From an optimization exercise on the open Yosys and OpenROAD flow, aimed at small area, a short achievable clock period and few clock cycles per item; shortcuts taken in it are not production practice.
Function was checked by simulation only, so behaviour that the tests miss may differ from the original.
Power figures rest on the tool's default switching activity, not on a simulated workload.

[standard.sh]
#!/bin/bash
# synth_recipe.tcl (not shown) runs the flow's synth.tcl, then flattens the netlist and writes it again
# the make line also repeats each setting of config.mk as NAME=value (left out here)
make -C /OpenROAD-flow-scripts/flow DESIGN_CONFIG=/design/flow/config.mk WORK_HOME=/design/flow/orfs CLKGATE_MAP_FILE= SYNTH_SCRIPT=/design/flow/synth_recipe.tcl "${@:-finish}"
[design.v]
`default_nettype none
package brm_pkg;
   localparam int IN_W      = 16;
   localparam int PRODUCT_W = 32;
   localparam int MAG_W     = 31;
   localparam int CFG_W     = 5;
   localparam logic [CFG_W-1:0] CFG_RESET = 5'd16;
   localparam logic [CFG_W-1:0] MIN_WIDTH = 5'd2;
   localparam int ROUNDS_PER_STAGE = 2;
endpackage
`default_nettype wire
`default_nettype none
module booth_radix2_multiplier_core #(
   parameter int MAX_WIDTH = 16
) (
   input  logic                      clock,
   input  logic                      reset,
   input  logic                          req_valid,
   output logic                          req_ready,
   input  logic [brm_pkg::IN_W-1:0]      req_multiplicand_bits,
   input  logic [brm_pkg::IN_W-1:0]      req_multiplier_bits,
   output logic                          rsp_valid,
   input  logic                          rsp_ready,
   output logic [brm_pkg::PRODUCT_W-1:0] rsp_product_bits,
   output logic                          rsp_negative,
   output logic [brm_pkg::MAG_W-1:0]     rsp_magnitude,
   input  logic                      csr_write_enable,
   input  logic [brm_pkg::CFG_W-1:0] csr_write_data
);
   logic [15:0] wm, wtop;
   logic [31:0] pmask;
   logic [3:0] nm1_ff;
   always_ff @(posedge clock) begin
      if (reset) begin
         nm1_ff <= 4'd15;
      end else if (csr_write_enable) begin
         nm1_ff <= (csr_write_data < 5'd2) ? 4'd1 : (csr_write_data > 5'd16) ? 4'd15 : 4'(csr_write_data - 5'd1);
      end
   end
   always_comb begin
      for (int i = 0; i < 16; i++) begin
         wm[i] = (4'(i) <= nm1_ff);
      end
   end
   assign wtop = wm & ~(wm >> 1);
   always_comb begin
      for (int i = 0; i < 16; i++) begin
         pmask[2*i]   = wm[i];
         pmask[2*i+1] = wm[i];
      end
   end
   logic        en;
   logic        req_sa, req_sb;
   logic [15:0] ax;
   logic [7:0] one;
   logic [7:0] two;
   logic [7:0] neg;
   logic ng;
   logic [15:0] ax_c;
   logic [15:0] bx_c;
   logic [7:0] one_c;
   logic [7:0] two_c;
   logic [7:0] neg_c;
   logic ng_c;
   logic sx_c;
   logic bl_c;
   assign req_sa = |(req_multiplicand_bits & wtop);
   assign req_sb = |(req_multiplier_bits & wtop);
   assign req_ready = en;
   logic        op_v;
   logic [15:0] ax_q;
   logic [7:0] one_q;
   logic [7:0] two_q;
   logic [7:0] neg_q;
   logic ng_q;
   always_ff @(posedge clock) begin
      if (reset) begin
         op_v <= 1'b0;
      end else if (en) begin
         op_v <= req_valid;
      end
   end
   always_ff @(posedge clock) begin
      if (en) begin
         ax_q <= ax_c;
         one_q <= one_c;
         two_q <= two_c;
         neg_q <= neg_c;
         ng_q <= ng_c;
      end
   end
   assign ax = ax_q;
   assign one = one_q;
   assign two = two_q;
   assign neg = neg_q;
   assign ng = ng_q;
   always_comb begin
      for (int j = 0; j < 16; j++) begin
         ax_c[j] = wm[j] ? req_multiplicand_bits[j] : req_sa;
         bx_c[j] = wm[j] ? req_multiplier_bits[j] : req_sb;
      end
      sx_c = req_sa ^ req_sb;
      ng_c = sx_c & (|(req_multiplicand_bits & wm)) & (|(req_multiplier_bits & wm));
      for (int i = 0; i < 8; i++) begin
         bl_c = (i == 0) ? 1'b0 : bx_c[2*i-1];
         one_c[i] = bx_c[2*i] ^ bl_c;
         two_c[i] = (bx_c[2*i+1] & ~bx_c[2*i] & ~bl_c) | (~bx_c[2*i+1] & bx_c[2*i] & bl_c);
         neg_c[i] = bx_c[2*i+1] ^ sx_c;
      end
   end
   wire pp1 = (one[0] & ax[0]) ^ neg[0];
   wire pp2 = ((one[0] & ax[1]) | (two[0] & ax[0])) ^ neg[0];
   wire pp3 = ((one[0] & ax[2]) | (two[0] & ax[1])) ^ neg[0];
   wire pp4 = ((one[0] & ax[3]) | (two[0] & ax[2])) ^ neg[0];
   wire pp5 = ((one[0] & ax[4]) | (two[0] & ax[3])) ^ neg[0];
   wire pp6 = ((one[0] & ax[5]) | (two[0] & ax[4])) ^ neg[0];
   wire pp7 = ((one[0] & ax[6]) | (two[0] & ax[5])) ^ neg[0];
   wire pp8 = ((one[0] & ax[7]) | (two[0] & ax[6])) ^ neg[0];
   wire pp9 = ((one[0] & ax[8]) | (two[0] & ax[7])) ^ neg[0];
   wire pp10 = ((one[0] & ax[9]) | (two[0] & ax[8])) ^ neg[0];
   wire pp11 = ((one[0] & ax[10]) | (two[0] & ax[9])) ^ neg[0];
   wire pp12 = ((one[0] & ax[11]) | (two[0] & ax[10])) ^ neg[0];
   wire pp13 = ((one[0] & ax[12]) | (two[0] & ax[11])) ^ neg[0];
   wire pp14 = ((one[0] & ax[13]) | (two[0] & ax[12])) ^ neg[0];
   wire pp15 = ((one[0] & ax[14]) | (two[0] & ax[13])) ^ neg[0];
   wire pp16 = ((one[0] & ax[15]) | (two[0] & ax[14])) ^ neg[0];
   wire pp17 = ((one[0] & ax[15]) | (two[0] & ax[15])) ^ neg[0];
   wire ns18 = ~pp17;
   wire u19 = one[0] & ax[0];
   wire un20 = u19 | neg[0];
   wire nu21 = ~u19;
   wire nun22 = ~un20;
   wire pp23 = (one[1] & ax[0]) ^ neg[1];
   wire pp24 = ((one[1] & ax[1]) | (two[1] & ax[0])) ^ neg[1];
   wire pp25 = ((one[1] & ax[2]) | (two[1] & ax[1])) ^ neg[1];
   wire pp26 = ((one[1] & ax[3]) | (two[1] & ax[2])) ^ neg[1];
   wire pp27 = ((one[1] & ax[4]) | (two[1] & ax[3])) ^ neg[1];
   wire pp28 = ((one[1] & ax[5]) | (two[1] & ax[4])) ^ neg[1];
   wire pp29 = ((one[1] & ax[6]) | (two[1] & ax[5])) ^ neg[1];
   wire pp30 = ((one[1] & ax[7]) | (two[1] & ax[6])) ^ neg[1];
   wire pp31 = ((one[1] & ax[8]) | (two[1] & ax[7])) ^ neg[1];
   wire pp32 = ((one[1] & ax[9]) | (two[1] & ax[8])) ^ neg[1];
   wire pp33 = ((one[1] & ax[10]) | (two[1] & ax[9])) ^ neg[1];
   wire pp34 = ((one[1] & ax[11]) | (two[1] & ax[10])) ^ neg[1];
   wire pp35 = ((one[1] & ax[12]) | (two[1] & ax[11])) ^ neg[1];
   wire pp36 = ((one[1] & ax[13]) | (two[1] & ax[12])) ^ neg[1];
   wire pp37 = ((one[1] & ax[14]) | (two[1] & ax[13])) ^ neg[1];
   wire pp38 = ((one[1] & ax[15]) | (two[1] & ax[14])) ^ neg[1];
   wire pp39 = ((one[1] & ax[15]) | (two[1] & ax[15])) ^ neg[1];
   wire ns40 = ~pp39;
   wire u41 = one[1] & ax[0];
   wire un42 = u41 | neg[1];
   wire nu43 = ~u41;
   wire nun44 = ~un42;
   wire pp45 = (one[2] & ax[0]) ^ neg[2];
   wire pp46 = ((one[2] & ax[1]) | (two[2] & ax[0])) ^ neg[2];
   wire pp47 = ((one[2] & ax[2]) | (two[2] & ax[1])) ^ neg[2];
   wire pp48 = ((one[2] & ax[3]) | (two[2] & ax[2])) ^ neg[2];
   wire pp49 = ((one[2] & ax[4]) | (two[2] & ax[3])) ^ neg[2];
   wire pp50 = ((one[2] & ax[5]) | (two[2] & ax[4])) ^ neg[2];
   wire pp51 = ((one[2] & ax[6]) | (two[2] & ax[5])) ^ neg[2];
   wire pp52 = ((one[2] & ax[7]) | (two[2] & ax[6])) ^ neg[2];
   wire pp53 = ((one[2] & ax[8]) | (two[2] & ax[7])) ^ neg[2];
   wire pp54 = ((one[2] & ax[9]) | (two[2] & ax[8])) ^ neg[2];
   wire pp55 = ((one[2] & ax[10]) | (two[2] & ax[9])) ^ neg[2];
   wire pp56 = ((one[2] & ax[11]) | (two[2] & ax[10])) ^ neg[2];
   wire pp57 = ((one[2] & ax[12]) | (two[2] & ax[11])) ^ neg[2];
   wire pp58 = ((one[2] & ax[13]) | (two[2] & ax[12])) ^ neg[2];
   wire pp59 = ((one[2] & ax[14]) | (two[2] & ax[13])) ^ neg[2];
   wire pp60 = ((one[2] & ax[15]) | (two[2] & ax[14])) ^ neg[2];
   wire pp61 = ((one[2] & ax[15]) | (two[2] & ax[15])) ^ neg[2];
   wire ns62 = ~pp61;
   wire u63 = one[2] & ax[0];
   wire un64 = u63 | neg[2];
   wire nu65 = ~u63;
   wire nun66 = ~un64;
   wire pp67 = (one[3] & ax[0]) ^ neg[3];
   wire pp68 = ((one[3] & ax[1]) | (two[3] & ax[0])) ^ neg[3];
   wire pp69 = ((one[3] & ax[2]) | (two[3] & ax[1])) ^ neg[3];
   wire pp70 = ((one[3] & ax[3]) | (two[3] & ax[2])) ^ neg[3];
   wire pp71 = ((one[3] & ax[4]) | (two[3] & ax[3])) ^ neg[3];
   wire pp72 = ((one[3] & ax[5]) | (two[3] & ax[4])) ^ neg[3];
   wire pp73 = ((one[3] & ax[6]) | (two[3] & ax[5])) ^ neg[3];
   wire pp74 = ((one[3] & ax[7]) | (two[3] & ax[6])) ^ neg[3];
   wire pp75 = ((one[3] & ax[8]) | (two[3] & ax[7])) ^ neg[3];
   wire pp76 = ((one[3] & ax[9]) | (two[3] & ax[8])) ^ neg[3];
   wire pp77 = ((one[3] & ax[10]) | (two[3] & ax[9])) ^ neg[3];
   wire pp78 = ((one[3] & ax[11]) | (two[3] & ax[10])) ^ neg[3];
   wire pp79 = ((one[3] & ax[12]) | (two[3] & ax[11])) ^ neg[3];
   wire pp80 = ((one[3] & ax[13]) | (two[3] & ax[12])) ^ neg[3];
   wire pp81 = ((one[3] & ax[14]) | (two[3] & ax[13])) ^ neg[3];
   wire pp82 = ((one[3] & ax[15]) | (two[3] & ax[14])) ^ neg[3];
   wire pp83 = ((one[3] & ax[15]) | (two[3] & ax[15])) ^ neg[3];
   wire ns84 = ~pp83;
   wire u85 = one[3] & ax[0];
   wire un86 = u85 | neg[3];
   wire nu87 = ~u85;
   wire nun88 = ~un86;
   wire pp89 = (one[4] & ax[0]) ^ neg[4];
   wire pp90 = ((one[4] & ax[1]) | (two[4] & ax[0])) ^ neg[4];
   wire pp91 = ((one[4] & ax[2]) | (two[4] & ax[1])) ^ neg[4];
   wire pp92 = ((one[4] & ax[3]) | (two[4] & ax[2])) ^ neg[4];
   wire pp93 = ((one[4] & ax[4]) | (two[4] & ax[3])) ^ neg[4];
   wire pp94 = ((one[4] & ax[5]) | (two[4] & ax[4])) ^ neg[4];
   wire pp95 = ((one[4] & ax[6]) | (two[4] & ax[5])) ^ neg[4];
   wire pp96 = ((one[4] & ax[7]) | (two[4] & ax[6])) ^ neg[4];
   wire pp97 = ((one[4] & ax[8]) | (two[4] & ax[7])) ^ neg[4];
   wire pp98 = ((one[4] & ax[9]) | (two[4] & ax[8])) ^ neg[4];
   wire pp99 = ((one[4] & ax[10]) | (two[4] & ax[9])) ^ neg[4];
   wire pp100 = ((one[4] & ax[11]) | (two[4] & ax[10])) ^ neg[4];
   wire pp101 = ((one[4] & ax[12]) | (two[4] & ax[11])) ^ neg[4];
   wire pp102 = ((one[4] & ax[13]) | (two[4] & ax[12])) ^ neg[4];
   wire pp103 = ((one[4] & ax[14]) | (two[4] & ax[13])) ^ neg[4];
   wire pp104 = ((one[4] & ax[15]) | (two[4] & ax[14])) ^ neg[4];
   wire pp105 = ((one[4] & ax[15]) | (two[4] & ax[15])) ^ neg[4];
   wire ns106 = ~pp105;
   wire u107 = one[4] & ax[0];
   wire un108 = u107 | neg[4];
   wire nu109 = ~u107;
   wire nun110 = ~un108;
   wire pp111 = (one[5] & ax[0]) ^ neg[5];
   wire pp112 = ((one[5] & ax[1]) | (two[5] & ax[0])) ^ neg[5];
   wire pp113 = ((one[5] & ax[2]) | (two[5] & ax[1])) ^ neg[5];
   wire pp114 = ((one[5] & ax[3]) | (two[5] & ax[2])) ^ neg[5];
   wire pp115 = ((one[5] & ax[4]) | (two[5] & ax[3])) ^ neg[5];
   wire pp116 = ((one[5] & ax[5]) | (two[5] & ax[4])) ^ neg[5];
   wire pp117 = ((one[5] & ax[6]) | (two[5] & ax[5])) ^ neg[5];
   wire pp118 = ((one[5] & ax[7]) | (two[5] & ax[6])) ^ neg[5];
   wire pp119 = ((one[5] & ax[8]) | (two[5] & ax[7])) ^ neg[5];
   wire pp120 = ((one[5] & ax[9]) | (two[5] & ax[8])) ^ neg[5];
   wire pp121 = ((one[5] & ax[10]) | (two[5] & ax[9])) ^ neg[5];
   wire pp122 = ((one[5] & ax[11]) | (two[5] & ax[10])) ^ neg[5];
   wire pp123 = ((one[5] & ax[12]) | (two[5] & ax[11])) ^ neg[5];
   wire pp124 = ((one[5] & ax[13]) | (two[5] & ax[12])) ^ neg[5];
   wire pp125 = ((one[5] & ax[14]) | (two[5] & ax[13])) ^ neg[5];
   wire pp126 = ((one[5] & ax[15]) | (two[5] & ax[14])) ^ neg[5];
   wire pp127 = ((one[5] & ax[15]) | (two[5] & ax[15])) ^ neg[5];
   wire ns128 = ~pp127;
   wire u129 = one[5] & ax[0];
   wire un130 = u129 | neg[5];
   wire nu131 = ~u129;
   wire nun132 = ~un130;
   wire pp133 = (one[6] & ax[0]) ^ neg[6];
   wire pp134 = ((one[6] & ax[1]) | (two[6] & ax[0])) ^ neg[6];
   wire pp135 = ((one[6] & ax[2]) | (two[6] & ax[1])) ^ neg[6];
   wire pp136 = ((one[6] & ax[3]) | (two[6] & ax[2])) ^ neg[6];
   wire pp137 = ((one[6] & ax[4]) | (two[6] & ax[3])) ^ neg[6];
   wire pp138 = ((one[6] & ax[5]) | (two[6] & ax[4])) ^ neg[6];
   wire pp139 = ((one[6] & ax[6]) | (two[6] & ax[5])) ^ neg[6];
   wire pp140 = ((one[6] & ax[7]) | (two[6] & ax[6])) ^ neg[6];
   wire pp141 = ((one[6] & ax[8]) | (two[6] & ax[7])) ^ neg[6];
   wire pp142 = ((one[6] & ax[9]) | (two[6] & ax[8])) ^ neg[6];
   wire pp143 = ((one[6] & ax[10]) | (two[6] & ax[9])) ^ neg[6];
   wire pp144 = ((one[6] & ax[11]) | (two[6] & ax[10])) ^ neg[6];
   wire pp145 = ((one[6] & ax[12]) | (two[6] & ax[11])) ^ neg[6];
   wire pp146 = ((one[6] & ax[13]) | (two[6] & ax[12])) ^ neg[6];
   wire pp147 = ((one[6] & ax[14]) | (two[6] & ax[13])) ^ neg[6];
   wire pp148 = ((one[6] & ax[15]) | (two[6] & ax[14])) ^ neg[6];
   wire pp149 = ((one[6] & ax[15]) | (two[6] & ax[15])) ^ neg[6];
   wire ns150 = ~pp149;
   wire u151 = one[6] & ax[0];
   wire un152 = u151 | neg[6];
   wire nu153 = ~u151;
   wire nun154 = ~un152;
   wire pp155 = (one[7] & ax[0]) ^ neg[7];
   wire pp156 = ((one[7] & ax[1]) | (two[7] & ax[0])) ^ neg[7];
   wire pp157 = ((one[7] & ax[2]) | (two[7] & ax[1])) ^ neg[7];
   wire pp158 = ((one[7] & ax[3]) | (two[7] & ax[2])) ^ neg[7];
   wire pp159 = ((one[7] & ax[4]) | (two[7] & ax[3])) ^ neg[7];
   wire pp160 = ((one[7] & ax[5]) | (two[7] & ax[4])) ^ neg[7];
   wire pp161 = ((one[7] & ax[6]) | (two[7] & ax[5])) ^ neg[7];
   wire pp162 = ((one[7] & ax[7]) | (two[7] & ax[6])) ^ neg[7];
   wire pp163 = ((one[7] & ax[8]) | (two[7] & ax[7])) ^ neg[7];
   wire pp164 = ((one[7] & ax[9]) | (two[7] & ax[8])) ^ neg[7];
   wire pp165 = ((one[7] & ax[10]) | (two[7] & ax[9])) ^ neg[7];
   wire pp166 = ((one[7] & ax[11]) | (two[7] & ax[10])) ^ neg[7];
   wire pp167 = ((one[7] & ax[12]) | (two[7] & ax[11])) ^ neg[7];
   wire pp168 = ((one[7] & ax[13]) | (two[7] & ax[12])) ^ neg[7];
   wire pp169 = ((one[7] & ax[14]) | (two[7] & ax[13])) ^ neg[7];
   wire pp170 = ((one[7] & ax[15]) | (two[7] & ax[14])) ^ neg[7];
   wire pp171 = ((one[7] & ax[15]) | (two[7] & ax[15])) ^ neg[7];
   wire ns172 = ~pp171;
   wire u173 = one[7] & ax[0];
   wire un174 = u173 | neg[7];
   wire nu175 = ~u173;
   wire nun176 = ~un174;
   wire s177 = pp11 ^ pp31;
   wire c178 = pp11 & pp31;
   wire s179 = pp12 ^ pp32 ^ pp52;
   wire c180 = (pp12 & pp32) | (pp52 & (pp12 ^ pp32));
   wire s181 = pp13 ^ pp33 ^ pp53;
   wire c182 = (pp13 & pp33) | (pp53 & (pp13 ^ pp33));
   wire s183 = pp73 ^ pp93;
   wire c184 = pp73 & pp93;
   wire s185 = pp14 ^ pp34 ^ pp54;
   wire c186 = (pp14 & pp34) | (pp54 & (pp14 ^ pp34));
   wire s187 = pp74 ^ pp94 ^ pp114;
   wire c188 = (pp74 & pp94) | (pp114 & (pp74 ^ pp94));
   wire s189 = pp15 ^ pp35 ^ pp55;
   wire c190 = (pp15 & pp35) | (pp55 & (pp15 ^ pp35));
   wire s191 = pp75 ^ pp95 ^ pp115;
   wire c192 = (pp75 & pp95) | (pp115 & (pp75 ^ pp95));
   wire s193 = pp135 ^ un152;
   wire c194 = pp135 & un152;
   wire s195 = pp16 ^ pp36 ^ pp56;
   wire c196 = (pp16 & pp36) | (pp56 & (pp16 ^ pp36));
   wire s197 = pp76 ^ pp96 ^ pp116;
   wire c198 = (pp76 & pp96) | (pp116 & (pp76 ^ pp96));
   wire s199 = pp136 ^ pp156 ^ nun176;
   wire c200 = (pp136 & pp156) | (nun176 & (pp136 ^ pp156));
   wire s201 = ns18 ^ pp37 ^ pp57;
   wire c202 = (ns18 & pp37) | (pp57 & (ns18 ^ pp37));
   wire s203 = pp77 ^ pp97 ^ pp117;
   wire c204 = (pp77 & pp97) | (pp117 & (pp77 ^ pp97));
   wire s205 = pp137 ^ pp157 ^ un174;
   wire c206 = (pp137 & pp157) | (un174 & (pp137 ^ pp157));
   wire s207 = 1'b1 ^ pp38 ^ pp58;
   wire c208 = (1'b1 & pp38) | (pp58 & (1'b1 ^ pp38));
   wire s209 = pp78 ^ pp98 ^ pp118;
   wire c210 = (pp78 & pp98) | (pp118 & (pp78 ^ pp98));
   wire s211 = pp138 ^ pp158;
   wire c212 = pp138 & pp158;
   wire s213 = ns40 ^ pp59 ^ pp79;
   wire c214 = (ns40 & pp59) | (pp79 & (ns40 ^ pp59));
   wire s215 = pp99 ^ pp119 ^ pp139;
   wire c216 = (pp99 & pp119) | (pp139 & (pp99 ^ pp119));
   wire s217 = 1'b1 ^ pp60 ^ pp80;
   wire c218 = (1'b1 & pp60) | (pp80 & (1'b1 ^ pp60));
   wire s219 = pp100 ^ pp120;
   wire c220 = pp100 & pp120;
   wire s221 = ns62 ^ pp81 ^ pp101;
   wire c222 = (ns62 & pp81) | (pp101 & (ns62 ^ pp81));
   wire s223 = 1'b1 ^ pp82;
   wire c224 = 1'b1 & pp82;
   wire s225 = pp7 ^ pp27;
   wire c226 = pp7 & pp27;
   wire s227 = pp8 ^ pp28 ^ pp48;
   wire c228 = (pp8 & pp28) | (pp48 & (pp8 ^ pp28));
   wire s229 = pp9 ^ pp29 ^ pp49;
   wire c230 = (pp9 & pp29) | (pp49 & (pp9 ^ pp29));
   wire s231 = pp69 ^ un86;
   wire c232 = pp69 & un86;
   wire s233 = pp10 ^ pp30 ^ pp50;
   wire c234 = (pp10 & pp30) | (pp50 & (pp10 ^ pp30));
   wire s235 = pp70 ^ pp90 ^ nun110;
   wire c236 = (pp70 & pp90) | (nun110 & (pp70 ^ pp90));
   wire s237 = pp51 ^ pp71 ^ pp91;
   wire c238 = (pp51 & pp71) | (pp91 & (pp51 ^ pp71));
   wire s239 = un108 ^ nu131 ^ s177;
   wire c240 = (un108 & nu131) | (s177 & (un108 ^ nu131));
   wire s241 = pp72 ^ pp92 ^ pp112;
   wire c242 = (pp72 & pp92) | (pp112 & (pp72 ^ pp92));
   wire s243 = nun132 ^ c178 ^ s179;
   wire c244 = (nun132 & c178) | (s179 & (nun132 ^ c178));
   wire s245 = pp113 ^ un130 ^ nu153;
   wire c246 = (pp113 & un130) | (nu153 & (pp113 ^ un130));
   wire s247 = s183 ^ c180 ^ s181;
   wire c248 = (s183 & c180) | (s181 & (s183 ^ c180));
   wire s249 = pp134 ^ nun154 ^ c184;
   wire c250 = (pp134 & nun154) | (c184 & (pp134 ^ nun154));
   wire s251 = c182 ^ s185 ^ s187;
   wire c252 = (c182 & s185) | (s187 & (c182 ^ s185));
   wire s253 = nu175 ^ s193 ^ c186;
   wire c254 = (nu175 & s193) | (c186 & (nu175 ^ s193));
   wire s255 = c188 ^ s189 ^ s191;
   wire c256 = (c188 & s189) | (s191 & (c188 ^ s189));
   wire s257 = c194 ^ c190 ^ c192;
   wire c258 = (c194 & c190) | (c192 & (c194 ^ c190));
   wire s259 = s195 ^ s197 ^ s199;
   wire c260 = (s195 & s197) | (s199 & (s195 ^ s197));
   wire s261 = c196 ^ c198 ^ c200;
   wire c262 = (c196 & c198) | (c200 & (c196 ^ c198));
   wire s263 = s201 ^ s203 ^ s205;
   wire c264 = (s201 & s203) | (s205 & (s201 ^ s203));
   wire s265 = s211 ^ c202 ^ c204;
   wire c266 = (s211 & c202) | (c204 & (s211 ^ c202));
   wire s267 = c206 ^ s207 ^ s209;
   wire c268 = (c206 & s207) | (s209 & (c206 ^ s207));
   wire s269 = pp159 ^ c212 ^ c208;
   wire c270 = (pp159 & c212) | (c208 & (pp159 ^ c212));
   wire s271 = c210 ^ s213 ^ s215;
   wire c272 = (c210 & s213) | (s215 & (c210 ^ s213));
   wire s273 = pp140 ^ pp160 ^ s219;
   wire c274 = (pp140 & pp160) | (s219 & (pp140 ^ pp160));
   wire s275 = c214 ^ c216 ^ s217;
   wire c276 = (c214 & c216) | (s217 & (c214 ^ c216));
   wire s277 = pp121 ^ pp141 ^ pp161;
   wire c278 = (pp121 & pp141) | (pp161 & (pp121 ^ pp141));
   wire s279 = c220 ^ c218 ^ s221;
   wire c280 = (c220 & c218) | (s221 & (c220 ^ c218));
   wire s281 = pp102 ^ pp122 ^ pp142;
   wire c282 = (pp102 & pp122) | (pp142 & (pp102 ^ pp122));
   wire s283 = pp162 ^ s223 ^ c222;
   wire c284 = (pp162 & s223) | (c222 & (pp162 ^ s223));
   wire s285 = ns84 ^ pp103 ^ pp123;
   wire c286 = (ns84 & pp103) | (pp123 & (ns84 ^ pp103));
   wire s287 = pp143 ^ pp163 ^ c224;
   wire c288 = (pp143 & pp163) | (c224 & (pp143 ^ pp163));
   wire s289 = 1'b1 ^ pp104 ^ pp124;
   wire c290 = (1'b1 & pp104) | (pp124 & (1'b1 ^ pp104));
   wire s291 = pp144 ^ pp164;
   wire c292 = pp144 & pp164;
   wire s293 = ns106 ^ pp125 ^ pp145;
   wire c294 = (ns106 & pp125) | (pp145 & (ns106 ^ pp125));
   wire s295 = 1'b1 ^ pp126;
   wire c296 = 1'b1 & pp126;
   wire s297 = pp5 ^ pp25;
   wire c298 = pp5 & pp25;
   wire s299 = pp6 ^ pp26 ^ pp46;
   wire c300 = (pp6 & pp26) | (pp46 & (pp6 ^ pp26));
   wire s301 = pp47 ^ un64 ^ nu87;
   wire c302 = (pp47 & un64) | (nu87 & (pp47 ^ un64));
   wire s303 = pp68 ^ nun88 ^ c226;
   wire c304 = (pp68 & nun88) | (c226 & (pp68 ^ nun88));
   wire s305 = nu109 ^ s231 ^ c228;
   wire c306 = (nu109 & s231) | (c228 & (nu109 ^ s231));
   wire s307 = c232 ^ c230 ^ s233;
   wire c308 = (c232 & c230) | (s233 & (c232 ^ c230));
   wire s309 = c234 ^ c236 ^ s237;
   wire c310 = (c234 & c236) | (s237 & (c234 ^ c236));
   wire s311 = c238 ^ s241 ^ c240;
   wire c312 = (c238 & s241) | (c240 & (c238 ^ s241));
   wire s313 = c242 ^ s245 ^ c244;
   wire c314 = (c242 & s245) | (c244 & (c242 ^ s245));
   wire s315 = c246 ^ s249 ^ c248;
   wire c316 = (c246 & s249) | (c248 & (c246 ^ s249));
   wire s317 = c250 ^ s253 ^ c252;
   wire c318 = (c250 & s253) | (c252 & (c250 ^ s253));
   wire s319 = c254 ^ s257 ^ c256;
   wire c320 = (c254 & s257) | (c256 & (c254 ^ s257));
   wire s321 = c258 ^ s261 ^ c260;
   wire c322 = (c258 & s261) | (c260 & (c258 ^ s261));
   wire s323 = c262 ^ s265 ^ c264;
   wire c324 = (c262 & s265) | (c264 & (c262 ^ s265));
   wire s325 = c266 ^ s269 ^ c268;
   wire c326 = (c266 & s269) | (c268 & (c266 ^ s269));
   wire s327 = s273 ^ c270 ^ c272;
   wire c328 = (s273 & c270) | (c272 & (s273 ^ c270));
   wire s329 = s277 ^ c274 ^ c276;
   wire c330 = (s277 & c274) | (c276 & (s277 ^ c274));
   wire s331 = c278 ^ s281 ^ s283;
   wire c332 = (c278 & s281) | (s283 & (c278 ^ s281));
   wire s333 = c282 ^ s285 ^ s287;
   wire c334 = (c282 & s285) | (s287 & (c282 ^ s285));
   wire s335 = s291 ^ c286 ^ s289;
   wire c336 = (s291 & c286) | (s289 & (s291 ^ c286));
   wire s337 = pp165 ^ c292 ^ c290;
   wire c338 = (pp165 & c292) | (c290 & (pp165 ^ c292));
   wire s339 = pp146 ^ pp166 ^ s295;
   wire c340 = (pp146 & pp166) | (s295 & (pp146 ^ pp166));
   wire s341 = ns128 ^ pp147 ^ pp167;
   wire c342 = (ns128 & pp147) | (pp167 & (ns128 ^ pp147));
   wire s343 = 1'b1 ^ pp148;
   wire c344 = 1'b1 & pp148;
   wire s345 = pp3 ^ un20;
   wire c346 = pp3 & un20;
   wire s347 = pp4 ^ pp24 ^ nun44;
   wire c348 = (pp4 & pp24) | (nun44 & (pp4 ^ pp24));
   wire s349 = un42 ^ nu65 ^ s297;
   wire c350 = (un42 & nu65) | (s297 & (un42 ^ nu65));
   wire s351 = nun66 ^ c298 ^ s299;
   wire c352 = (nun66 & c298) | (s299 & (nun66 ^ c298));
   wire s353 = s225 ^ c300 ^ s301;
   wire c354 = (s225 & c300) | (s301 & (s225 ^ c300));
   wire s355 = c302 ^ s227 ^ s303;
   wire c356 = (c302 & s227) | (s303 & (c302 ^ s227));
   wire s357 = s229 ^ c304 ^ s305;
   wire c358 = (s229 & c304) | (s305 & (s229 ^ c304));
   wire s359 = s235 ^ c306 ^ s307;
   wire c360 = (s235 & c306) | (s307 & (s235 ^ c306));
   wire s361 = s239 ^ c308 ^ s309;
   wire c362 = (s239 & c308) | (s309 & (s239 ^ c308));
   wire s363 = c310 ^ s243 ^ s311;
   wire c364 = (c310 & s243) | (s311 & (c310 ^ s243));
   wire s365 = s247 ^ c312 ^ s313;
   wire c366 = (s247 & c312) | (s313 & (s247 ^ c312));
   wire s367 = s251 ^ c314 ^ s315;
   wire c368 = (s251 & c314) | (s315 & (s251 ^ c314));
   wire s369 = s255 ^ c316 ^ s317;
   wire c370 = (s255 & c316) | (s317 & (s255 ^ c316));
   wire s371 = s259 ^ c318 ^ s319;
   wire c372 = (s259 & c318) | (s319 & (s259 ^ c318));
   wire s373 = s263 ^ c320 ^ s321;
   wire c374 = (s263 & c320) | (s321 & (s263 ^ c320));
   wire s375 = s267 ^ c322 ^ s323;
   wire c376 = (s267 & c322) | (s323 & (s267 ^ c322));
   wire s377 = s271 ^ c324 ^ s325;
   wire c378 = (s271 & c324) | (s325 & (s271 ^ c324));
   wire s379 = s275 ^ c326 ^ s327;
   wire c380 = (s275 & c326) | (s327 & (s275 ^ c326));
   wire s381 = s279 ^ c328 ^ s329;
   wire c382 = (s279 & c328) | (s329 & (s279 ^ c328));
   wire s383 = c280 ^ c330 ^ s331;
   wire c384 = (c280 & c330) | (s331 & (c280 ^ c330));
   wire s385 = c284 ^ s333 ^ c332;
   wire c386 = (c284 & s333) | (c332 & (c284 ^ s333));
   wire s387 = c288 ^ s335 ^ c334;
   wire c388 = (c288 & s335) | (c334 & (c288 ^ s335));
   wire s389 = s293 ^ s337 ^ c336;
   wire c390 = (s293 & s337) | (c336 & (s293 ^ s337));
   wire s391 = c294 ^ s339 ^ c338;
   wire c392 = (c294 & s339) | (c338 & (c294 ^ s339));
   wire s393 = c296 ^ s341 ^ c340;
   wire c394 = (c296 & s341) | (c340 & (c296 ^ s341));
   wire s395 = pp168 ^ s343 ^ c342;
   wire c396 = (pp168 & s343) | (c342 & (pp168 ^ s343));
   wire s397 = ns150 ^ pp169 ^ c344;
   wire c398 = (ns150 & pp169) | (c344 & (ns150 ^ pp169));
   wire s399 = 1'b1 ^ pp170;
   wire c400 = 1'b1 & pp170;
   wire p401 = mid_1 ^ mid_2;
   wire g402 = mid_1 & mid_2;
   wire p403 = mid_3 ^ mid_4;
   wire g404 = mid_3 & mid_4;
   wire p405 = mid_5 ^ mid_6;
   wire g406 = mid_5 & mid_6;
   wire p407 = mid_7 ^ mid_8;
   wire g408 = mid_7 & mid_8;
   wire p409 = mid_9 ^ mid_10;
   wire g410 = mid_9 & mid_10;
   wire p411 = mid_11 ^ mid_12;
   wire g412 = mid_11 & mid_12;
   wire p413 = mid_13 ^ mid_14;
   wire g414 = mid_13 & mid_14;
   wire p415 = mid_15 ^ mid_16;
   wire g416 = mid_15 & mid_16;
   wire p417 = mid_17 ^ mid_18;
   wire g418 = mid_17 & mid_18;
   wire p419 = mid_19 ^ mid_20;
   wire g420 = mid_19 & mid_20;
   wire p421 = mid_21 ^ mid_22;
   wire g422 = mid_21 & mid_22;
   wire p423 = mid_23 ^ mid_24;
   wire g424 = mid_23 & mid_24;
   wire p425 = mid_25 ^ mid_26;
   wire g426 = mid_25 & mid_26;
   wire p427 = mid_27 ^ mid_28;
   wire g428 = mid_27 & mid_28;
   wire p429 = mid_29 ^ mid_30;
   wire g430 = mid_29 & mid_30;
   wire p431 = mid_31 ^ mid_32;
   wire g432 = mid_31 & mid_32;
   wire p433 = mid_33 ^ mid_34;
   wire g434 = mid_33 & mid_34;
   wire p435 = mid_35 ^ mid_36;
   wire g436 = mid_35 & mid_36;
   wire p437 = mid_37 ^ mid_38;
   wire g438 = mid_37 & mid_38;
   wire p439 = mid_39 ^ mid_40;
   wire g440 = mid_39 & mid_40;
   wire p441 = mid_41 ^ mid_42;
   wire g442 = mid_41 & mid_42;
   wire p443 = mid_43 ^ mid_44;
   wire g444 = mid_43 & mid_44;
   wire p445 = mid_45 ^ mid_46;
   wire g446 = mid_45 & mid_46;
   wire p447 = mid_47 ^ mid_48;
   wire g448 = mid_47 & mid_48;
   wire p449 = mid_49 ^ mid_50;
   wire g450 = mid_49 & mid_50;
   wire p451 = mid_51 ^ mid_52;
   wire g452 = mid_51 & mid_52;
   wire p453 = mid_53 ^ mid_54;
   wire g454 = mid_53 & mid_54;
   wire p455 = mid_55 ^ mid_56;
   wire g456 = mid_55 & mid_56;
   wire p457 = mid_57 ^ mid_58;
   wire g458 = mid_57 & mid_58;
   wire p459 = mid_59 ^ mid_60;
   wire g460 = mid_59 & mid_60;
   wire T461 = p401 & mid_0;
   wire G462 = g406 | (p405 & g404);
   wire T463 = p405 & p403;
   wire G464 = g410 | (p409 & g408);
   wire T465 = p409 & p407;
   wire G466 = g414 | (p413 & g412);
   wire T467 = p413 & p411;
   wire G468 = g418 | (p417 & g416);
   wire T469 = p417 & p415;
   wire G470 = g422 | (p421 & g420);
   wire T471 = p421 & p419;
   wire G472 = g426 | (p425 & g424);
   wire T473 = p425 & p423;
   wire G474 = g430 | (p429 & g428);
   wire T475 = p429 & p427;
   wire G476 = g434 | (p433 & g432);
   wire T477 = p433 & p431;
   wire G478 = g438 | (p437 & g436);
   wire T479 = p437 & p435;
   wire G480 = g442 | (p441 & g440);
   wire T481 = p441 & p439;
   wire G482 = g446 | (p445 & g444);
   wire T483 = p445 & p443;
   wire G484 = g450 | (p449 & g448);
   wire T485 = p449 & p447;
   wire G486 = g454 | (p453 & g452);
   wire T487 = p453 & p451;
   wire G488 = g458 | (p457 & g456);
   wire T489 = p457 & p455;
   wire G490 = 1'b1 & g460;
   wire T491 = 1'b1 & p459;
   wire G492 = g404 | (p403 & g402);
   wire T493 = p403 & T461;
   wire G494 = G462 | (T463 & g402);
   wire T495 = T463 & T461;
   wire G496 = g412 | (p411 & G464);
   wire T497 = p411 & T465;
   wire G498 = G466 | (T467 & G464);
   wire T499 = T467 & T465;
   wire G500 = g420 | (p419 & G468);
   wire T501 = p419 & T469;
   wire G502 = G470 | (T471 & G468);
   wire T503 = T471 & T469;
   wire G504 = g428 | (p427 & G472);
   wire T505 = p427 & T473;
   wire G506 = G474 | (T475 & G472);
   wire T507 = T475 & T473;
   wire G508 = g436 | (p435 & G476);
   wire T509 = p435 & T477;
   wire G510 = G478 | (T479 & G476);
   wire T511 = T479 & T477;
   wire G512 = g444 | (p443 & G480);
   wire T513 = p443 & T481;
   wire G514 = G482 | (T483 & G480);
   wire T515 = T483 & T481;
   wire G516 = g452 | (p451 & G484);
   wire T517 = p451 & T485;
   wire G518 = G486 | (T487 & G484);
   wire T519 = T487 & T485;
   wire G520 = g460 | (p459 & G488);
   wire T521 = p459 & T489;
   wire G522 = G490 | (T491 & G488);
   wire T523 = T491 & T489;
   wire G524 = g408 | (p407 & G494);
   wire T525 = p407 & T495;
   wire G526 = G464 | (T465 & G494);
   wire T527 = T465 & T495;
   wire G528 = G496 | (T497 & G494);
   wire T529 = T497 & T495;
   wire G530 = G498 | (T499 & G494);
   wire T531 = T499 & T495;
   wire G532 = g424 | (p423 & G502);
   wire T533 = p423 & T503;
   wire G534 = G472 | (T473 & G502);
   wire T535 = T473 & T503;
   wire G536 = G504 | (T505 & G502);
   wire T537 = T505 & T503;
   wire G538 = G506 | (T507 & G502);
   wire T539 = T507 & T503;
   wire G540 = g440 | (p439 & G510);
   wire T541 = p439 & T511;
   wire G542 = G480 | (T481 & G510);
   wire T543 = T481 & T511;
   wire G544 = G512 | (T513 & G510);
   wire T545 = T513 & T511;
   wire G546 = G514 | (T515 & G510);
   wire T547 = T515 & T511;
   wire G548 = g456 | (p455 & G518);
   wire T549 = p455 & T519;
   wire G550 = G488 | (T489 & G518);
   wire T551 = T489 & T519;
   wire G552 = G520 | (T521 & G518);
   wire T553 = T521 & T519;
   wire G554 = G522 | (T523 & G518);
   wire T555 = T523 & T519;
   wire G556 = g416 | (p415 & G530);
   wire T557 = p415 & T531;
   wire G558 = G468 | (T469 & G530);
   wire T559 = T469 & T531;
   wire G560 = G500 | (T501 & G530);
   wire T561 = T501 & T531;
   wire G562 = G502 | (T503 & G530);
   wire T563 = T503 & T531;
   wire G564 = G532 | (T533 & G530);
   wire T565 = T533 & T531;
   wire G566 = G534 | (T535 & G530);
   wire T567 = T535 & T531;
   wire G568 = G536 | (T537 & G530);
   wire T569 = T537 & T531;
   wire G570 = G538 | (T539 & G530);
   wire T571 = T539 & T531;
   wire G572 = g448 | (p447 & G546);
   wire T573 = p447 & T547;
   wire G574 = G484 | (T485 & G546);
   wire T575 = T485 & T547;
   wire G576 = G516 | (T517 & G546);
   wire T577 = T517 & T547;
   wire G578 = G518 | (T519 & G546);
   wire T579 = T519 & T547;
   wire G580 = G548 | (T549 & G546);
   wire T581 = T549 & T547;
   wire G582 = G550 | (T551 & G546);
   wire T583 = T551 & T547;
   wire G584 = G552 | (T553 & G546);
   wire T585 = T553 & T547;
   wire G586 = G554 | (T555 & G546);
   wire T587 = T555 & T547;
   wire G588 = g432 | (p431 & G570);
   wire T589 = p431 & T571;
   wire G590 = G476 | (T477 & G570);
   wire T591 = T477 & T571;
   wire G592 = G508 | (T509 & G570);
   wire T593 = T509 & T571;
   wire G594 = G510 | (T511 & G570);
   wire T595 = T511 & T571;
   wire G596 = G540 | (T541 & G570);
   wire T597 = T541 & T571;
   wire G598 = G542 | (T543 & G570);
   wire T599 = T543 & T571;
   wire G600 = G544 | (T545 & G570);
   wire T601 = T545 & T571;
   wire G602 = G546 | (T547 & G570);
   wire T603 = T547 & T571;
   wire G604 = G572 | (T573 & G570);
   wire T605 = T573 & T571;
   wire G606 = G574 | (T575 & G570);
   wire T607 = T575 & T571;
   wire G608 = G576 | (T577 & G570);
   wire T609 = T577 & T571;
   wire G610 = G578 | (T579 & G570);
   wire T611 = T579 & T571;
   wire G612 = G580 | (T581 & G570);
   wire T613 = T581 & T571;
   wire G614 = G582 | (T583 & G570);
   wire T615 = T583 & T571;
   wire G616 = G584 | (T585 & G570);
   wire T617 = T585 & T571;
   wire G618 = G586 | (T587 & G570);
   wire T619 = T587 & T571;
   logic mid_v;
   logic mid_0;
   logic mid_1;
   logic mid_2;
   logic mid_3;
   logic mid_4;
   logic mid_5;
   logic mid_6;
   logic mid_7;
   logic mid_8;
   logic mid_9;
   logic mid_10;
   logic mid_11;
   logic mid_12;
   logic mid_13;
   logic mid_14;
   logic mid_15;
   logic mid_16;
   logic mid_17;
   logic mid_18;
   logic mid_19;
   logic mid_20;
   logic mid_21;
   logic mid_22;
   logic mid_23;
   logic mid_24;
   logic mid_25;
   logic mid_26;
   logic mid_27;
   logic mid_28;
   logic mid_29;
   logic mid_30;
   logic mid_31;
   logic mid_32;
   logic mid_33;
   logic mid_34;
   logic mid_35;
   logic mid_36;
   logic mid_37;
   logic mid_38;
   logic mid_39;
   logic mid_40;
   logic mid_41;
   logic mid_42;
   logic mid_43;
   logic mid_44;
   logic mid_45;
   logic mid_46;
   logic mid_47;
   logic mid_48;
   logic mid_49;
   logic mid_50;
   logic mid_51;
   logic mid_52;
   logic mid_53;
   logic mid_54;
   logic mid_55;
   logic mid_56;
   logic mid_57;
   logic mid_58;
   logic mid_59;
   logic mid_60;
   logic mid_61;
   always_ff @(posedge clock) begin
      if (reset) begin
         mid_v <= 1'b0;
      end else if (en) begin
         mid_v <= op_v;
      end
   end
   always_ff @(posedge clock) begin
      if (en) begin
         mid_0 <= nu21;
         mid_1 <= pp2;
         mid_2 <= nun22;
         mid_3 <= s345;
         mid_4 <= nu43;
         mid_5 <= s347;
         mid_6 <= c346;
         mid_7 <= s349;
         mid_8 <= c348;
         mid_9 <= s351;
         mid_10 <= c350;
         mid_11 <= s353;
         mid_12 <= c352;
         mid_13 <= s355;
         mid_14 <= c354;
         mid_15 <= s357;
         mid_16 <= c356;
         mid_17 <= s359;
         mid_18 <= c358;
         mid_19 <= s361;
         mid_20 <= c360;
         mid_21 <= s363;
         mid_22 <= c362;
         mid_23 <= s365;
         mid_24 <= c364;
         mid_25 <= s367;
         mid_26 <= c366;
         mid_27 <= s369;
         mid_28 <= c368;
         mid_29 <= s371;
         mid_30 <= c370;
         mid_31 <= s373;
         mid_32 <= c372;
         mid_33 <= s375;
         mid_34 <= c374;
         mid_35 <= s377;
         mid_36 <= c376;
         mid_37 <= s379;
         mid_38 <= c378;
         mid_39 <= s381;
         mid_40 <= c380;
         mid_41 <= s383;
         mid_42 <= c382;
         mid_43 <= s385;
         mid_44 <= c384;
         mid_45 <= s387;
         mid_46 <= c386;
         mid_47 <= s389;
         mid_48 <= c388;
         mid_49 <= s391;
         mid_50 <= c390;
         mid_51 <= s393;
         mid_52 <= c392;
         mid_53 <= s395;
         mid_54 <= c394;
         mid_55 <= s397;
         mid_56 <= c396;
         mid_57 <= s399;
         mid_58 <= c398;
         mid_59 <= ns172;
         mid_60 <= c400;
         mid_61 <= ng;
      end
   end
   logic [31:0] prod_w;
   logic [30:0] mag_w;
   assign prod_w = {(mid_61 ? ~(1'b1 ^ G616) : (1'b1 ^ (G616 | T617))), (mid_61 ? ~(p459 ^ G614) : (p459 ^ (G614 | T615))), (mid_61 ? ~(p457 ^ G612) : (p457 ^ (G612 | T613))), (mid_61 ? ~(p455 ^ G610) : (p455 ^ (G610 | T611))), (mid_61 ? ~(p453 ^ G608) : (p453 ^ (G608 | T609))), (mid_61 ? ~(p451 ^ G606) : (p451 ^ (G606 | T607))), (mid_61 ? ~(p449 ^ G604) : (p449 ^ (G604 | T605))), (mid_61 ? ~(p447 ^ G602) : (p447 ^ (G602 | T603))), (mid_61 ? ~(p445 ^ G600) : (p445 ^ (G600 | T601))), (mid_61 ? ~(p443 ^ G598) : (p443 ^ (G598 | T599))), (mid_61 ? ~(p441 ^ G596) : (p441 ^ (G596 | T597))), (mid_61 ? ~(p439 ^ G594) : (p439 ^ (G594 | T595))), (mid_61 ? ~(p437 ^ G592) : (p437 ^ (G592 | T593))), (mid_61 ? ~(p435 ^ G590) : (p435 ^ (G590 | T591))), (mid_61 ? ~(p433 ^ G588) : (p433 ^ (G588 | T589))), (mid_61 ? ~(p431 ^ G570) : (p431 ^ (G570 | T571))), (mid_61 ? ~(p429 ^ G568) : (p429 ^ (G568 | T569))), (mid_61 ? ~(p427 ^ G566) : (p427 ^ (G566 | T567))), (mid_61 ? ~(p425 ^ G564) : (p425 ^ (G564 | T565))), (mid_61 ? ~(p423 ^ G562) : (p423 ^ (G562 | T563))), (mid_61 ? ~(p421 ^ G560) : (p421 ^ (G560 | T561))), (mid_61 ? ~(p419 ^ G558) : (p419 ^ (G558 | T559))), (mid_61 ? ~(p417 ^ G556) : (p417 ^ (G556 | T557))), (mid_61 ? ~(p415 ^ G530) : (p415 ^ (G530 | T531))), (mid_61 ? ~(p413 ^ G528) : (p413 ^ (G528 | T529))), (mid_61 ? ~(p411 ^ G526) : (p411 ^ (G526 | T527))), (mid_61 ? ~(p409 ^ G524) : (p409 ^ (G524 | T525))), (mid_61 ? ~(p407 ^ G494) : (p407 ^ (G494 | T495))), (mid_61 ? ~(p405 ^ G492) : (p405 ^ (G492 | T493))), (mid_61 ? ~(p403 ^ g402) : (p403 ^ (g402 | T461))), (mid_61 ? ~(p401 ^ 1'b0) : (p401 ^ (1'b0 | mid_0))), (mid_61 ? ~mid_0 : ~mid_0)} & pmask;
   assign mag_w  = {(p459 ^ (G614 | T615)), (p457 ^ (G612 | T613)), (p455 ^ (G610 | T611)), (p453 ^ (G608 | T609)), (p451 ^ (G606 | T607)), (p449 ^ (G604 | T605)), (p447 ^ (G602 | T603)), (p445 ^ (G600 | T601)), (p443 ^ (G598 | T599)), (p441 ^ (G596 | T597)), (p439 ^ (G594 | T595)), (p437 ^ (G592 | T593)), (p435 ^ (G590 | T591)), (p433 ^ (G588 | T589)), (p431 ^ (G570 | T571)), (p429 ^ (G568 | T569)), (p427 ^ (G566 | T567)), (p425 ^ (G564 | T565)), (p423 ^ (G562 | T563)), (p421 ^ (G560 | T561)), (p419 ^ (G558 | T559)), (p417 ^ (G556 | T557)), (p415 ^ (G530 | T531)), (p413 ^ (G528 | T529)), (p411 ^ (G526 | T527)), (p409 ^ (G524 | T525)), (p407 ^ (G494 | T495)), (p405 ^ (G492 | T493)), (p403 ^ (g402 | T461)), (p401 ^ (1'b0 | mid_0)), ~mid_0};
   logic        out_v;
   logic [31:0] prod_ff;
   logic [29:1] mag_ff;
   logic        neg_ff;
   assign en = rsp_ready;
   always_ff @(posedge clock) begin
      if (reset) begin
         out_v <= 1'b0;
      end else if (en) begin
         out_v <= mid_v;
      end
   end
   always_ff @(posedge clock) begin
      if (en) begin
         prod_ff <= prod_w;
         mag_ff  <= mag_w[29:1];
         neg_ff  <= mid_61;
      end
   end
   assign rsp_valid        = out_v;
   assign rsp_product_bits = prod_ff;
   assign rsp_magnitude    = {prod_ff[30] & ~neg_ff, mag_ff, prod_ff[0]};
   assign rsp_negative     = neg_ff;
endmodule
`default_nettype wire
[flow/run.sh]
#!/bin/bash
# Layout flow: the standard ORFS flow (standard.sh) with two changes:
#  1. synthesis: the same script, except that Yosys's "synth -run fine:" step
#     gets -noabc, so the quick ABC pass there does not re-encode the adder
#     trees before extract_fa (it leaves fewer inverters around the fa/ha
#     cells); flops, hierarchy flattening and renaming are as in synth_recipe.tcl.
#  2. port buffers are sky130_fd_sc_hd__buf_2 instead of the delay cell that
#     buffer_ports picks by default.
# Each tool's output goes to the ORFS logs under orfs/logs; make's own output
# goes to flow_make.log here.
set -euo pipefail
here=$(pwd)
sed 's|^proc synth {args} { yosys synth -nofsm -noshare {\*}\$args }|proc synth {args} { if {[lsearch -exact $args fine:] >= 0} { lappend args -noabc }; yosys synth -nofsm -noshare {*}$args }|' synth_recipe.tcl > flow_synth.tcl
grep -q -- '-noabc' flow_synth.tcl
sed -e "s|SYNTH_SCRIPT=[^ ]*|SYNTH_SCRIPT=$here/flow_synth.tcl|" \
    -e 's|"\${@:-finish}"|BUFFER_PORTS_ARGS="-buffer_cell sky130_fd_sc_hd__buf_2" "${@:-finish}"|' standard.sh > flow_standard_mod.sh
grep -q flow_synth.tcl flow_standard_mod.sh
bash flow_standard_mod.sh > flow_make.log 2>&1
[constraint.sdc]
create_clock -name core_clock -period 7.2 [get_ports {clock}]
set_input_delay 1.4400 -clock core_clock [delete_from_list [all_inputs] [get_ports {clock}]]
set_output_delay 1.4400 -clock core_clock [all_outputs]
set_load 0.01 [all_outputs]
[config.mk]
export PLATFORM = sky130hd
export DESIGN_NAME = booth_radix2_multiplier_core
export DESIGN_NICKNAME = booth_radix2_multiplier_core
export VERILOG_FILES = /design/flow/design.v
export SDC_FILE = /design/flow/constraint.sdc
export NUM_CORES = 4
export LEC_CHECK = 0
export ABC_CLOCK_PERIOD_IN_PS = 3200
export CAP_MARGIN = 20
export CORE_MARGIN = 2
export CORE_UTILIZATION = 40
export CTS_BUF_LIST = sky130_fd_sc_hd__clkbuf_8
export PLACE_DENSITY = 0.6
export SETUP_SLACK_MARGIN = 4.0
export SLEW_MARGIN = 20
export TNS_END_PERCENT = 30
==> results.toml, run 1 <==
[status]
outcome = "timing/DRC/antenna clean"

[final_layout]
seq_area_um2 = 5090
final_nets = 1578
drive_gt1_share_pct = 22.7
multi_input_area_um2 = 8010
finalNonFillerCells = 1851
fillCellCount = 3039
diodes = 0
area_growth_pct = 17.8

[floorplanning]
die_area_um2 = 35600
initial_core_util_pct = 40.6
dieWidth_um = 189
design.core.area_um2 = 33600
io_pins = 108
rows = 67
die_h_um = 189

[grt]
use_met3_pct = 3.22
antenna_found_initial = 0
grt_pass1_vias = 10200
track_usage_pct = 21.3
gr-max-usage-layer = "met2"
grt.overflow.total = 0
grt_util_met2_pct = 34.5
grt_max_degree = 66
grt_use_met1_pct = 29.1
grt_pass1_wl_mm = 58.8

[sta]
setup_viol = 0
relSlewSlack_pct = 28.1
slew_viol_final = 0
fin_crit_sh_pct = 44.8
max_freq_mhz = 310
setup_tns_ns = 0
worst_clock_skew_ns = 0.0204
fin_crit_ns = 3.23
rsz0062_at_grt = "yes"
tightestPinTransition_ns = 1.07
holdWs_ns = 0.444
hold_violations = 0

[power]
p_leak_nw = 6.35
vdd_ir_drop_max_uv = 275
p_per_area_nw_per_um2 = 507
p_total_mw = 8.15

[place]
port_buffers = 107
gp_congestion = 0.935
place_hpwl_mm = 25.4
dp.cells = 1713

[synth]
synthFlopType = "edfxtp_1"
yosysTopAreaCell = "edfxtp_1"
netlist_area_um2 = 13700
ys.warnings.count = 1
syn_avg_cell_area_um2 = 10.9
ys_types = 78
netlist.area_leader.share_pct = 36.3
syn_inst = 1257
ys_seq_area_share_pct = 37.3
ys_seq_elements = 172
async_reset_ff_share_pct = 0
synth-edff-count = 165
synthTopCellsByArea = "edfxtp_1 36%, fa_1 15%, xnor2_1 9.6%"
synth_fp_nets = 1444

[setup_path]
cp.arrival_ns = 1.79
crit_fanout = 27
slowest_delay_ns = 0.16
path_buf_inv = 2
critPathKind = "primary input to output pin"
critPathRequiredTime_ns = 5.76
crit_family = "buffers and inverters"
cp-end-kind = "output pin"
cpMaxStageDelayCell = "buf_16"
path_cells = "buf_16, buf_2"
r2r_setup_slack_ns = 4.00
cp-start-kind = "primary input"

[cts]
holdBufCountCts = 0
cts_sinks = 172
cts-root-buf = "clkbuf_8"
cts_buffer_depth = 2
cts_tree = "built"
insertion_delay_ns = 0.46
cts_made_buffers = 17
cts_max_level = 4
clk_pin_slew_ns = 0.09

[detailed_routing]
drc = 0
firstDrtPassIters = 5
drt-initial-drc-count = 907
drt-total-wl_mm = 37.0
wl_per_cell_um = 20.0
antenna_left = 0
via_count = 10100
viasPerCell = 5.47

[flow_run]
drv_cap = 0

[hold_path]
hold_class = "flip-flop to flip-flop"
-- sequential cells by signal (all words and copies together) (netlist names), 4 cells and up --
register,flops
neg_q,8
two_q,8
nm1_ff,4
one_q,8
ax_q,16
prod_ff,32
mag_ff,29
-- cells by family (layout without fill, tap and decap cells) --
family	after synthesis	in the layout	share of synthesized area [%]
buf+inv	181	327	5.17
flops	172	172	37.3
simple gates	224	224	7.96
compound gates	309	309	15.7
mux	30	30	2.44
xor+xnor	196	196	12.6
fa+ha+maj	145	145	18.8
-- report_power, final --
| group | internal (mW) | switching, mW | total, mW |
|---|---|---|---|
| combinational | 2.39 | 2.99 | 5.38 |
| clock | 0.308 | 0.362 | 0.670 |
| sequential | 1.97 | 0.128 | 2.10 |
-- what timing repair did --
| action | 4_1_cts | 5_1_grt |
|---|---|---|
| setup buffers | 102 | 3 |
| gates resized for setup | 18 | 21 |
| gates cloned | 2 | 0 |
| setup endpoints to repair | 38 | 36 |
| pin swaps | 2 | 8 |
-- routing by layer --
metal,routed length (um),part of all wire [%],vias to the layer above
met5,0,0,-
met1,16300,44,4962
li1,-,-,4726
met3,2350,6.3,53
met4,1020,2.7,0
met2,17400,47,377
-- synth_stat cells (all sizes together) (8+ instances only) --
library cell / count
o21ai: 41
xnor2: 151
nor2: 83
nor3: 13
inv: 70
ha: 45
xor2: 45
and2: 10
a21o: 17
a21oi: 62
edfxtp: 165
nand3: 14
mux2i: 25
buf: 26
a22oi: 122
fa: 100
nand2: 52
clkbuf: 84
a31oi: 8
-- area by class of cell --
class	instances	area share, %
multi-input combinational	904	49.8
sequential	172	31.7
timing repair buffer	225	11.1
tap	448	3.48
inverter	71	1.66
clock buffer	17	1.45
clock inverter	14	0.910
-- cells in the final DEF, fill, tap and decap left out, types with 30 or more instances in the layout --
cell type  count
edfxtp_1     165
xnor2_1      149
a22oi_1      115
buf_2        106
fa_1          97
buf_4         93
nor2_1        80
inv_1         67
a21oi_1       57
nand2_1       52
xor2_1        45
ha_1          42
o21ai_0       30
-- through the flow --
stage,setup slack [ns],utilization (%),instance area [um^2]
final,3.97,47.9,16100
after global routing,3.90,47.9,16100
after CTS,3.92,47.6,16000
after detailed placement,3.26,42.9,14400
after global placement,3.28,42.9,14400
after floorplan,4.00,-,13700
-- final timing paths --
kind,from,to,cells after the start
max reg2reg,one_q[2]$_DFFE_PP_,mid_31$_DFFE_PP_,7
min,ng_q$_DFFE_PP_,mid_61$_DFFE_PP_,0
max,rsp_ready,req_ready,2
min reg2reg,ng_q$_DFFE_PP_,mid_61$_DFFE_PP_,0
-- worst reg2reg max path, delay by kind of cell (launching register included) --
| family | cells | cell delay, ns |
|---|---|---|
| flip-flops | 1 | 0.42 |
| buffers and inverters | 1 | 0.19 |
| AO/OA/AOI/OAI | 1 | 0.21 |
| XOR/XNOR | 1 | 0.17 |
| adder cells (fa/ha/maj) | 4 | 1.96 |
Testbench counts, summed over its fixed seeds: cycles 8,024, items 8,000.
==> inputs of run 2 (changes only) <==
--- a/config.mk
+++ b/config.mk
@@ -14,3 +14,2 @@
 export SETUP_SLACK_MARGIN = 4.0
 export SLEW_MARGIN = 20
-export TNS_END_PERCENT = 30
==> run 2 against run 1 <==
First-iteration DRC count shrank 7.8%. Critical path depth grew 7. Flip-flop and latch count unchanged. Highest routed layer unchanged.
==> results.toml, run 2 <==
[status]
outcome = "timing/DRC/antenna clean"

[synth]
synth_most_common_cell = "edfxtp_1"
synth_fa_ha_area_share_pct = 18.8
ys.warnings.count = 1
yosysTopAreaCell = "edfxtp_1"
yosys.area_share.simple_pct = 7.96
synthMuxAreaShare_pct = 2.44
syn_inst = 1257
synth_common_cells = "165 x edfxtp_1, 150 x xnor2_1, 122 x a22oi_1"
synth-compound-area-share_pct = 15.7
ys_seq_elements = 172
synth_top_family_by_area = "adder cells"
netlist.area_leader.share_pct = 36.3
synth_xor_area_share_pct = 12.6
ys_types = 78
synth_fp_nets = 1444
synth-edff-count = 165
syn_avg_cell_area_um2 = 10.9
async_reset_ff_share_pct = 0
netlist_area_um2 = 13700
synthTopCellsByArea = "edfxtp_1 36%, fa_1 15%, xnor2_1 9.6%"
synthFlopType = "edfxtp_1"
ys_seq_area_share_pct = 37.3

[setup_path]
cp-end-kind = "flip-flop"
critPathRequiredTime_ns = 7.40
crit_fanout = 3
cp-start-kind = "flip-flop"
critPathKind = "flip-flop to flip-flop"
cp.arrival_ns = 3.40

[final_layout]
finalNonFillerCells = 1855
final_nets = 1582
seq_area_um2 = 5090
layout_common_cells = "165 x edfxtp_1, 149 x xnor2_1, 105 x buf_2"
fillCellCount = 3015
regMostFlops = "prod_ff"
area_growth_pct = 19.1
fin_util_pct = 48.4
layout_commonest_cell = "edfxtp_1"
drive_gt1_share_pct = 24.7
diodes = 0
largest_reg_flops = 32
multi_input_area_um2 = 8130
design_area_um2 = 16300
reg_top3 = "prod_ff (32), mag_ff (29), ax_q (16)"

[place]
dpl_cell_area_um2 = 14400
dp.cells = 1713
place_ws_ns = 3.26
place_hpwl_mm = 25.4
port_buffers = 107
gp_congestion = 0.935

[power]
p_total_mw = 8.25
power.switching_mw = 3.52
p_clk_share_pct = 8.1
power_frac_seq_pct = 25.5
p_per_area_nw_per_um2 = 507
vdd_ir_drop_max_uv = 278
combPwrFrac_pct = 66.4
intPower_mw = 4.73
switching_share_pct = 42.7
p_leak_nw = 6.38

[detailed_routing]
wl_per_cell_um = 20.2
drt-initial-drc-count = 836
drc = 0
antenna_left = 0
viasPerCell = 5.47
drt-total-wl_mm = 37.4
firstDrtPassIters = 6
via_count = 10200

[cts]
holdBufCountCts = 0
cts_sinks = 172
cts_tree = "built"
insertion_delay_ns = 0.46
clk_pin_slew_ns = 0.10
cts-root-buf = "clkbuf_8"
cts_buffer_depth = 2
cts_max_level = 4
cts_made_buffers = 17

[hold_path]
hold_class = "flip-flop to flip-flop"

[floorplanning]
die_area_um2 = 35600
initial_core_util_pct = 40.6
dieWidth_um = 189
die_h_um = 189
design.core.area_um2 = 33600
io_pins = 108
rows = 67

[sta]
holdWs_ns = 0.453
hold_violations = 0
slew_viol_final = 0
max_freq_mhz = 313
fin_crit_sh_pct = 44.4
fin_crit_ns = 3.20
worst_clock_skew_ns = 0.0191
tightestPinTransition_ns = 1.05
setup_tns_ns = 0
relSlewSlack_pct = 29.4
fin_ws_ns = 4.00
setup_viol = 0
rsz0062_at_grt = "yes"

[grt]
track_usage_pct = 21.3
grt_pass1_wl_mm = 58.8
grt.overflow.total = 0
antenna_found_initial = 0
grt_pass1_vias = 10200
grt_max_degree = 66

[flow_run]
drv_cap = 0
## run 2: kinds of logic after synthesis
kind of cell / after synthesis
buffers and inverters: 181
muxes: 30
adders and majority gates: 145
and+or+nand+nor: 224
xor gates and xnor gates: 196
AOI/OAI and AO/OA: 309
DFF: 172
## run 2: routing by layer
metal / vias to the layer above / GRT usage (%) / wire (um)
met1: 4926 / 29.1 / 16500
met3: 72 / 3.22 / 2440
met5: - / 0 / 0
met4: 0 / 8.02 / 1130
li1: 4731 / - / -
met2: 422 / 34.5 / 17400
## run 2: area by class of cell
cell class	count	share of cell area [%]
clock inverters	14	0.900
well taps	448	3.45
multi-input cells	904	50.0
flip-flops and latches	172	31.3
repair buffers	229	11.3
clock buffers	17	1.44
inverters	71	1.66
## run 2: repair_timing
action	in CTS	in global routing
pin swaps	2	18
setup buffers	102	6
resized for setup	20	49
endpoints found under the setup margin	38	37
endpoints found under the hold margin	0	0
gates cloned	2	1
## run 2: path summary, 6_finish.rpt
path	startpoint	end	slack, ns	depth (start not counted)
worst min-delay path	ng_q$_DFFE_PP_	mid_61$_DFFE_PP_	0.45	0
worst min register to register	ng_q$_DFFE_PP_	mid_61$_DFFE_PP_	0.45	0
worst max register to register	one_q[2]$_DFFE_PP_	mid_37$_DFFE_PP_	4.00	9
worst max-delay path	one_q[2]$_DFFE_PP_	mid_37$_DFFE_PP_	4.00	9
## run 2: worst max-delay path, stage by stage, from the launching register on
cell and delay, ns:
edfxtp_1 0.42, buf_4 0.15, buf_4 0.14, a22oi_2 0.21, xor2_1 0.11, fa_1 0.52, inv_1 0.06, fa_2 0.40
fa_1 0.53, fa_1 0.40
## run 2: power by group through the flow
stage	registers, mW	clock network (mW)	logic, mW
after floorplan	2.19	0	3.63
after global placement	2.27	0	4.86
after detailed placement	2.27	0	4.96
after CTS	2.11	0.697	5.34
after global routing	2.14	0.728	6.19
final	2.10	0.670	5.48
==> inputs of run 3 (changes only) <==
--- a/config.mk
+++ b/config.mk
@@ -6,5 +6,5 @@
 export NUM_CORES = 4
 export LEC_CHECK = 0
-export ABC_CLOCK_PERIOD_IN_PS = 3200
+export ABC_CLOCK_PERIOD_IN_PS = 3100
 export CAP_MARGIN = 20
 export CORE_MARGIN = 2
@@ -12,4 +12,4 @@
 export CTS_BUF_LIST = sky130_fd_sc_hd__clkbuf_8
 export PLACE_DENSITY = 0.6
-export SETUP_SLACK_MARGIN = 4.0
+export SETUP_SLACK_MARGIN = 4.1
 export SLEW_MARGIN = 20
==> run 3 against run 2 <==
Still clean on timing, DRC and antenna. Flip-flop and latch count is the same. Global-route usage shrank 0.80 points. Combinational power shrank 1%. Total power shrank 1.1%. Clock-buffer cell count is the same. Setup slack lost 0.028 ns. Critical path type unchanged. Critical endpoint is now mid_27$_DFFE_PP_.
==> results.toml, run 3 <==
[cts]
cts_buffer_depth = 2
cts_sinks = 172
insertion_delay_ns = 0.51
cts_max_level = 4
clk_pin_slew_ns = 0.11
cts_tree = "built"
cts_made_buffers = 17
cts-root-buf = "clkbuf_8"
holdBufCountCts = 0

[sta]
fin_crit_ns = 3.22
max_freq_mhz = 310
rsz0062_at_grt = "yes"
fin_crit_sh_pct = 44.8
worst_clock_skew_ns = 0.0236
setup_tns_ns = 0
tightestPinTransition_ns = 1.11
hold_violations = 0
setup_viol = 0
relSlewSlack_pct = 25.2
slew_viol_final = 0

[synth]
ys_types = 78
syn_inst = 1257
synthTopCellsByArea = "edfxtp_1 36%, fa_1 15%, xnor2_1 9.6%"
netlist.area_leader.share_pct = 36.3
ys_seq_elements = 172
synthFlopType = "edfxtp_1"
yosysTopAreaCell = "edfxtp_1"
synth_fp_nets = 1444
synth_most_common_cell = "edfxtp_1"
synth-edff-count = 165
syn_avg_cell_area_um2 = 10.9
ys.warnings.count = 1
netlist_area_um2 = 13700
synth_common_cells = "165 x edfxtp_1, 150 x xnor2_1, 122 x a22oi_1"
async_reset_ff_share_pct = 0
ys_seq_area_share_pct = 37.3

[setup_path]
timing.rr.start = "two_q[1]$_DFFE_PP_"
slowest_delay_ns = 0.55
critPathKind = "flip-flop to flip-flop"
r2r_setup_slack_ns = 3.98
crit_family = "adder cells"
path_cells = "buf_12, a22oi_1, xnor2_1, fa_2, fa_2, fa_2, fa_1"
critPathRequiredTime_ns = 7.44
path_common_cell = "fa_2"
cpMaxStageDelayCell = "fa_2"
cp-start-kind = "flip-flop"
cp-end-kind = "flip-flop"
path_buf_inv = 1
cp.arrival_ns = 3.46
reg2reg_to = "mid_27$_DFFE_PP_"
crit_fanout = 9
reg2reg_depth = 7

[detailed_routing]
antenna_left = 0
drc = 0
viasPerCell = 5.52
firstDrtPassIters = 5
drt-initial-drc-count = 924
drt-total-wl_mm = 36.8
via_count = 10300
wl_per_cell_um = 19.7

[final_layout]
area_growth_pct = 20.7
multi_input_area_um2 = 8280
reg_top3 = "prod_ff (32), mag_ff (29), ax_q (16)"
layout_commonest_cell = "edfxtp_1"
seq_area_um2 = 5100
fillCellCount = 2921
regMostFlops = "prod_ff"
largest_reg_flops = 32
layout_common_cells = "165 x edfxtp_1, 139 x xnor2_1, 108 x buf_4"
final_nets = 1595
diodes = 0
drive_gt1_share_pct = 27.7

[power]
p_leak_nw = 6.47
vdd_ir_drop_max_uv = 202
p_per_area_nw_per_um2 = 495
p_total_mw = 8.16

[place]
port_buffers = 107
place_hpwl_mm = 25.2
gp_congestion = 0.904

[grt]
grt_pass1_wl_mm = 56.4
grt_pass1_vias = 10100
grt.overflow.total = 0
grt_max_degree = 78
track_usage_pct = 20.5
antenna_found_initial = 0

[floorplanning]
die_h_um = 189
dieWidth_um = 189
initial_core_util_pct = 40.6
design.core.area_um2 = 33600
die_area_um2 = 35600
rows = 67
io_pins = 108

[status]
outcome = "timing/DRC/antenna clean"

[flow_run]
drv_cap = 0

[hold_path]
min_to = "mid_61$_DFFE_PP_"
hold_path_depth = 0
hold_class = "flip-flop to flip-flop"
min_from = "ng_q$_DFFE_PP_"
## run 3: logic make-up (layout without fill, tap and decap cells)
kind of cell / after synthesis / in the layout / share of synthesized area, %
adders and majority gates: 145 / 145 / 18.8
muxes: 30 / 30 / 2.44
DFF: 172 / 172 / 37.3
and+or+nand+nor: 224 / 224 / 7.96
buffers and inverters: 181 / 345 / 5.17
xor gates and xnor gates: 196 / 196 / 12.6
AOI/OAI and AO/OA: 309 / 309 / 15.7
## run 3: layout make-up
cell class,instances,area share (%)
tap,448,3.40
clock buffer,17,1.42
timing repair buffer,242,11.5
clock inverter,15,0.858
sequential,172,30.9
inverter,71,1.62
multi-input combinational,904,50.3
## run 3: stage by stage
step           cells  hold WS, ns  worst slack (ns)  area, um^2  util (%)
2_1_floorplan   1257        0.400              4.06       13800         -
3_3_place_gp    1712        0.413              3.60       14400      42.9
3_5_place_dp    1712        0.420              3.56       14400      42.9
4_1_cts         1850        0.443              3.98       16000      47.6
5_1_grt         1869        0.451              3.90       16500      49.0
6_report        1869        0.444              3.98       16500      49.0
## run 3: what timing repair did
action | CTS | global route
setup endpoints to repair | 38 | 58
setup buffers | 105 | 19
cloned | 1 | 0
resized for setup | 26 | 78
pin swaps | 4 | 43
## run 3: routing by layer
metal  up-vias  wire, um  global-route usage [%]
li1       4757         -                       -
met1      5045     16200                    28.1
met2       426     16900                    32.3
met3        83      2580                    3.61
met4         0      1140                    8.44
met5         -         0                       0
## run 3: worst max-delay path by stage
stage	slack [ns]	depth (start not counted)	start	to
6_report	3.98	7	two_q[1]$_DFFE_PP_	mid_27$_DFFE_PP_
2_1_floorplan	4.06	8	ax_q[0]$_DFFE_PP_	mid_31$_DFFE_PP_
4_1_cts	3.98	11	mid_9$_DFFE_PP_	prod_ff[17]$_DFFE_PP_
5_1_grt	3.90	7	two_q[1]$_DFFE_PP_	mid_27$_DFFE_PP_
3_3_place_gp	3.60	7	req_multiplicand_bits[9]	neg_q[1]$_DFFE_PP_
3_5_place_dp	3.56	7	req_multiplicand_bits[9]	neg_q[1]$_DFFE_PP_
## run 3: power by group
part           switching, mW  leakage (nW)  total [mW]  internal [mW]
Combinational           2.97          4.61        5.40           2.43
Clock                  0.384         0.180       0.662          0.278
Sequential             0.129          1.68        2.10           1.97

Re-timed with assumed drivers on the ports (clkbuf_16 on the clock, buf_2 on other inputs), run 3 has 3.975 ns of setup slack against 3.975 ns with ideal ports, and 3.706 ns once port delays also move by the mid clock arrival of 0.545 ns.
